From an optimization exercise on the open Yosys and OpenROAD flow, aimed at small area; shortcuts taken in it are not production practice. Function was checked by simulation only, so behaviour that the tests miss may differ from the original. Power is estimated from default activity; no workload was simulated.

the baseline:
==> flow/design.v <==
package nsa_pkg;
    localparam int REC_W = 18;
    localparam logic [5:0] FREE_NUM = 6'd63;
    localparam logic [1:0] REQ_PLAY = 2'd0;
    localparam logic [1:0] REQ_STOP = 2'd1;
    localparam logic [1:0] REQ_CC   = 2'd2;
    localparam logic [1:0] REQ_ALL  = 2'd3;
    localparam logic [1:0] OC_SENT       = 2'd0;
    localparam logic [1:0] OC_PORT_OFF   = 2'd1;
    localparam logic [1:0] OC_FULL       = 2'd2;
    localparam logic [1:0] OC_NOT_ACTIVE = 2'd3;
endpackage
module nsa_ram (
    input  logic                      clk,
    input  logic [16*nsa_pkg::REC_W-1:0] head_in,
    output logic [16*nsa_pkg::REC_W-1:0] head_out
);
    localparam int W = nsa_pkg::REC_W;
    logic [W-1:0] ring [16][4];
    for (genvar r = 0; r < 16; r++)
    begin : g_ring
        always_ff @(posedge clk)
        begin
            ring[r][0] <= head_in[r*W +: W];
            ring[r][1] <= ring[r][0];
            ring[r][2] <= ring[r][1];
            ring[r][3] <= ring[r][2];
        end
        assign head_out[r*W +: W] = ring[r][3];
    end
endmodule
module nsa_ctrl (
    input  logic [nsa_pkg::REC_W-1:0]  rec_in,
    output logic [nsa_pkg::REC_W-1:0]  rec_out,
    input  logic                       full,
    input  logic                       dec_on,
    input  logic [5:0]                 dec_thr,
    input  logic                       dec_full,
    input  logic                       dec_skip,
    output logic                       oldest_hit,
    output logic [nsa_pkg::REC_W-1:0]  rec_rd,
    input  logic                       wr,
    input  logic [5:0]                 wr_num,
    input  logic [11:0]                wr_info
);
    logic [5:0]  num_q, num;
    logic [11:0] info;
    logic        used_q, dec;
    assign num_q = rec_in[17:12];
    assign info  = rec_in[11:0];
    assign used_q = (num_q != nsa_pkg::FREE_NUM) || full || (dec_full && !dec_skip);
    assign dec    = dec_on && used_q && (num_q > dec_thr);
    assign num    = dec ? num_q - 1'b1 : num_q;
    assign oldest_hit = num_q == 6'd0;
    assign rec_rd     = rec_in;
    assign rec_out = wr ? {wr_num, wr_info} : {num, info};
endmodule
module midi_note_slot_allocator (
    input  logic        clk,
    input  logic        rst_n,
    input  logic        s_tvalid,
    output logic        s_tready,
    input  logic [63:0] s_tdata,
    input  logic [1:0]  s_tuser,
    output logic        m_tvalid,
    input  logic        m_tready,
    output logic [63:0] m_tdata,
    output logic [0:0]  m_tuser,
    output logic        m_tlast,
    input  logic        cfg_we,
    input  logic [1:0]  cfg_wdata
);
    localparam int W = nsa_pkg::REC_W;
    logic       in_port;
    logic [3:0] in_chan;
    logic [6:0] in_key, in_ctl, in_val;
    logic [5:0] in_slot;
    assign in_port = s_tdata[0];
    assign in_chan = s_tdata[4:1];
    assign in_key  = s_tdata[11:5];
    assign in_ctl  = s_tdata[18:12];
    assign in_val  = s_tdata[25:19];
    assign in_slot = s_tdata[31:26];
    logic       init_q;      
    logic [1:0] phase;
    logic [6:0] nfree;       
    logic [5:0] front;       
    logic [2:0] dec_cnt;     
    logic [5:0] dec_thr_q;
    logic       dec_full_q;  
    logic [3:0] dec_h_q;     
    logic       sa_q;        
    logic [1:0] port_en;
    logic       ov;          
    logic        o_sv, o_cc, o_on;
    logic [3:0]  o_chan;
    logic [6:0]  o_d1, o_d2;
    logic        o_port;
    logic [31:0] o_time;
    logic [5:0]  o_handle;
    logic [1:0]  o_oc;
    logic        o_last;
    logic [16*W-1:0] head_in, head_out;
    logic [W-1:0]    h_rec [16];
    logic [15:0]     oldest_hit;
    logic [15:0]     h_wr;
    logic [5:0]      wr_num, wr_link;
    logic [11:0]     wr_info;
    logic [6:0] nused;
    logic out_free, idle, req, is_play, is_stop, is_cc, is_all, sa_mode;
    logic pen, full, empty;
    logic [3:0] oldest_h, rd_h;
    logic [W-1:0] rec;
    logic rd_here, rd_act;
    logic [5:0] rd_num, rel_slot;
    logic [11:0] rd_info;
    logic oldest_found;
    logic [5:0] rel_num;
    logic rel_lower, rel_ok, sa_go, take, rel;
    logic accept, emit;
    assign nused    = 7'd64 - nfree;
    assign out_free = !ov || m_tready;
    assign idle     = !init_q && !sa_q;
    assign req      = idle && s_tvalid;
    assign is_play  = s_tuser == nsa_pkg::REQ_PLAY;
    assign is_stop  = s_tuser == nsa_pkg::REQ_STOP;
    assign is_cc    = s_tuser == nsa_pkg::REQ_CC;
    assign is_all   = s_tuser == nsa_pkg::REQ_ALL;
    assign sa_mode  = sa_q || is_all;
    assign pen      = port_en[in_port];
    assign full     = nfree == 7'd0;
    assign empty    = nfree[6];
    nsa_ram u_store (
        .clk      (clk),
        .head_in  (head_in),
        .head_out (head_out)
    );
    for (genvar h = 0; h < 16; h++)
    begin : g_head
        nsa_ctrl u_head (
            .rec_in     (head_out[h*W +: W]),
            .rec_out    (head_in[h*W +: W]),
            .full       (full),
            .dec_on     (dec_cnt != 3'd0),
            .dec_thr    (dec_thr_q),
            .dec_full   (dec_full_q),
            .dec_skip   (dec_cnt == 3'd1 && dec_h_q == 4'(h)),
            .oldest_hit (oldest_hit[h]),
            .rec_rd     (h_rec[h]),
            .wr         (h_wr[h]),
            .wr_num     (wr_num),
            .wr_info    (wr_info)
        );
    end
    always_comb
    begin
        oldest_h = '0;
        for (int h = 0; h < 16; h++)
            oldest_h = oldest_h | (oldest_hit[h] ? 4'(h) : 4'd0);
    end
    assign oldest_found = |oldest_hit;
    always_comb
    begin
        if (sa_mode)
            rd_h = oldest_h;
        else if (is_play)
            rd_h = front[5:2];
        else
            rd_h = in_slot[5:2];
    end
    assign rec      = h_rec[rd_h];
    assign rd_num   = rec[17:12];
    assign rd_act   = (rd_num != nsa_pkg::FREE_NUM) || full;
    assign rd_info  = rec[11:0];
    assign rd_here  = phase == (is_play ? front[1:0] : in_slot[1:0]);
    assign rel_slot = {rd_h, phase};
    assign rel_num   = sa_mode ? 6'd0 : rd_num;
    assign rel_lower = {1'b0, rel_num} != nused - 1'b1;
    assign rel_ok    = dec_cnt == 3'd0;
    assign sa_go = (sa_q || (req && is_all && !empty)) && oldest_found
                   && rel_ok && out_free;
    always_comb
    begin
        accept = 1'b0;
        if (req && out_free)
        begin
            case (s_tuser)
                nsa_pkg::REQ_PLAY: accept = !pen || full || rd_here;
                nsa_pkg::REQ_STOP: accept = rd_here && (rel_ok || (!rd_act && !dec_full_q));
                nsa_pkg::REQ_CC:   accept = 1'b1;
                default:           accept = empty || sa_go;
            endcase
        end
    end
    assign s_tready = accept;
    assign emit     = accept || sa_go;
    assign take     = accept && is_play && pen && !full;
    assign rel      = sa_go || (accept && is_stop && rd_act);
    assign wr_link = init_q ? 6'd1 : front - rel_slot;
    assign wr_num  = take ? nused[5:0] : nsa_pkg::FREE_NUM;
    assign wr_info = take ? {in_chan, in_key, in_port} : {6'd0, wr_link};
    for (genvar h = 0; h < 16; h++)
    begin : g_wr
        assign h_wr[h] = init_q || ((take || rel) && (rd_h == 4'(h)));
    end
    always_ff @(posedge clk or negedge rst_n)
    begin
        if (!rst_n)
        begin
            init_q  <= 1'b1;
            phase   <= '0;
            nfree   <= 7'd64;
            front   <= '0;
            dec_cnt <= '0;
            sa_q    <= 1'b0;
            port_en <= '0;
            ov      <= 1'b0;
        end
        else
        begin
            phase <= phase + 1'b1;
            if (phase == 2'd3)
                init_q <= 1'b0;
            if (cfg_we)
                port_en <= cfg_wdata;
            if (take)
            begin
                nfree <= nfree - 1'b1;
                front <= front + rd_info[5:0];
            end
            else if (rel)
            begin
                nfree <= nfree + 1'b1;
                front <= rel_slot;
            end
            if (rel && rel_lower)
                dec_cnt <= 3'd4;
            else if (dec_cnt != 3'd0)
                dec_cnt <= dec_cnt - 1'b1;
            if (sa_go)
                sa_q <= nfree != 7'd63;
            if (emit)
                ov <= 1'b1;
            else if (m_tready)
                ov <= 1'b0;
        end
    end
    always_ff @(posedge clk)
    begin
        if (rel && rel_lower)
        begin
            dec_thr_q  <= rel_num;
            dec_full_q <= full;
            dec_h_q    <= rd_h;
        end
        if (accept)
            o_time <= s_tdata[63:32];
        if (emit)
        begin
            o_sv     <= 1'b0;
            o_cc     <= 1'b0;
            o_on     <= 1'b0;
            o_chan   <= '0;
            o_d1     <= '0;
            o_d2     <= '0;
            o_port   <= 1'b0;
            o_handle <= '0;
            o_oc     <= nsa_pkg::OC_SENT;
            o_last   <= 1'b1;
            if (rel)
            begin
                o_sv     <= 1'b1;
                o_chan   <= rd_info[11:8];
                o_d1     <= rd_info[7:1];
                o_port   <= rd_info[0];
                o_handle <= rel_slot;
                o_last   <= !sa_mode || (nfree == 7'd63);
            end
            else if (is_stop)
            begin
                o_handle <= in_slot;
                o_oc     <= nsa_pkg::OC_NOT_ACTIVE;
            end
            else if (is_all)
            begin
            end
            else if (!pen)
            begin
                o_oc <= nsa_pkg::OC_PORT_OFF;
            end
            else if (is_cc)
            begin
                o_sv   <= 1'b1;
                o_cc   <= 1'b1;
                o_on   <= 1'b1;
                o_chan <= in_chan;
                o_d1   <= in_ctl;
                o_d2   <= in_val;
                o_port <= in_port;
            end
            else if (full)
            begin
                o_oc <= nsa_pkg::OC_FULL;
            end
            else
            begin
                o_sv     <= 1'b1;
                o_on     <= 1'b1;
                o_chan   <= in_chan;
                o_d1     <= in_key;
                o_d2     <= in_val;
                o_port   <= in_port;
                o_handle <= front;
            end
        end
    end
    assign m_tvalid = ov;
    assign m_tdata  = {1'b0, o_oc, o_handle, o_time, o_port, o_d2, o_d1,
                       o_sv, 1'b0, o_cc, o_on, o_chan};
    assign m_tuser  = o_sv;
    assign m_tlast  = o_last;
endmodule
clock: 10.0 ns
lec_check: 0
cap_margin: 20
core_margin: 2
core_utilization: 55
cts_cluster_diameter: 95
cts_cluster_size: 27
slew_margin: 20
buffer_ports_args: -buffer_cell sky130_fd_sc_hd__buf_1
standard.sh (not shown) runs the stock make flow with config.mk's settings and CLKGATE_MAP_FILE= SYNTH_SCRIPT=/design/flow/synth_recipe.tcl, a recipe that flattens the netlist after the stock synthesis.
==> flow/flow/run.sh <==
#!/bin/bash
# Layout flow: the standard flow (standard.sh, all steps), except that the
# buffers put on the input and output ports are the platform's smallest
# buffer, sky130_fd_sc_hd__buf_1, instead of the one buffer_ports picks.
set -euo pipefail

cfg="${FLOW_CONFIG:-config.mk}"
echo 'export BUFFER_PORTS_ARGS = -buffer_cell sky130_fd_sc_hd__buf_1' >> "$cfg"
if [ "$cfg" != "config.mk" ] && [ -f config.mk ] && ! grep -q BUFFER_PORTS_ARGS config.mk; then
    echo 'export BUFFER_PORTS_ARGS = -buffer_cell sky130_fd_sc_hd__buf_1' >> config.mk
fi

# keep a copy of the script that runs the standard flow next to its log
cp standard.sh standard_sh_copy.log
bash standard.sh > standard.log 2>&1
Input changes introduced in the candidate (baseline for comparison: the baseline):
--- a/flow/design.v
+++ b/flow/design.v
@@ -49,12 +49,12 @@
     assign num_q = rec_in[17:12];
     assign info  = rec_in[11:0];
     assign used_q = (num_q != nsa_pkg::FREE_NUM) || full || (dec_full && !dec_skip);
     assign dec    = dec_on && used_q && (num_q > dec_thr);
     assign num    = dec ? num_q - 1'b1 : num_q;
-    assign oldest_hit = num_q == 6'd0;
-    assign rec_rd     = rec_in;
+    assign oldest_hit = num == 6'd0;
+    assign rec_rd     = {num, info};
     assign rec_out = wr ? {wr_num, wr_info} : {num, info};
 endmodule
 module midi_note_slot_allocator (
     input  logic        clk,
     input  logic        rst_n,
@@ -184,11 +184,11 @@
         accept = 1'b0;
         if (req && out_free)
         begin
             case (s_tuser)
                 nsa_pkg::REQ_PLAY: accept = !pen || full || rd_here;
-                nsa_pkg::REQ_STOP: accept = rd_here && (rel_ok || (!rd_act && !dec_full_q));
+                nsa_pkg::REQ_STOP: accept = rd_here && (!rd_act || rel_ok);
                 nsa_pkg::REQ_CC:   accept = 1'b1;
                 default:           accept = empty || sa_go;
             endcase
         end
     end
Notes after the runs:
- The candidate ran to completion and came out clean on the timing, design-rule and antenna checks.
- Compared with the baseline, in the candidate global-route total usage across every layer saw an increase; shortest period the worst path allows +1.39 ns; setup slack went down by 1.39 ns; clock network power share now smaller.
- As far as number of enable flip-flop cells after synthesis goes, the candidate and the baseline are indistinguishable; the numbers are identical.
- For the baseline, the type of the worst setup path was in -> out, unlike the candidate, where it was reg -> out.
- Diff the baseline -> the candidate | initial core utilization | decrease of 0.38 points
- In the route summary, the candidate ends up with a via count exceeding that of the baseline.

[afterwards: timing with drivers on the ports]
The flow's constraints put no driver on any port. The routed layouts listed below were extracted and timed again, unchanged, in two steps. Step 1: set_driving_cell puts a clkbuf_16 on clk and a buf_2 on each other input, an assumption about the parent block. Step 2 times the ports against the registers' clock, not the clock port: input delays grow and output delays shrink by t, the midpoint of the rising clock arrivals with the driver on. a / b / c = ideal ports / drivers / drivers and shift; a / b = the first two.
| run | shift t [ns] | setup WS [ns] | worst hold slack (ns) | worst setup path after step 2 | worst slew at a driven data input, ns |
|---|---|---|---|---|---|
| the baseline | 0.712 | 1.802 / 1.762 / 1.762 | 0.322 / 0.322 / 0.322 | input to output | 0.07 |
| the candidate | 0.733 | 0.408 / 0.341 / 0.783 | 0.324 / 0.324 / 0.324 | input to output | 0.10 |
After both steps every run listed still meets setup and hold. For the baseline, which loses most, drivers alone change the setup slack by -0.040 ns; drivers and shift together by -0.040 ns.
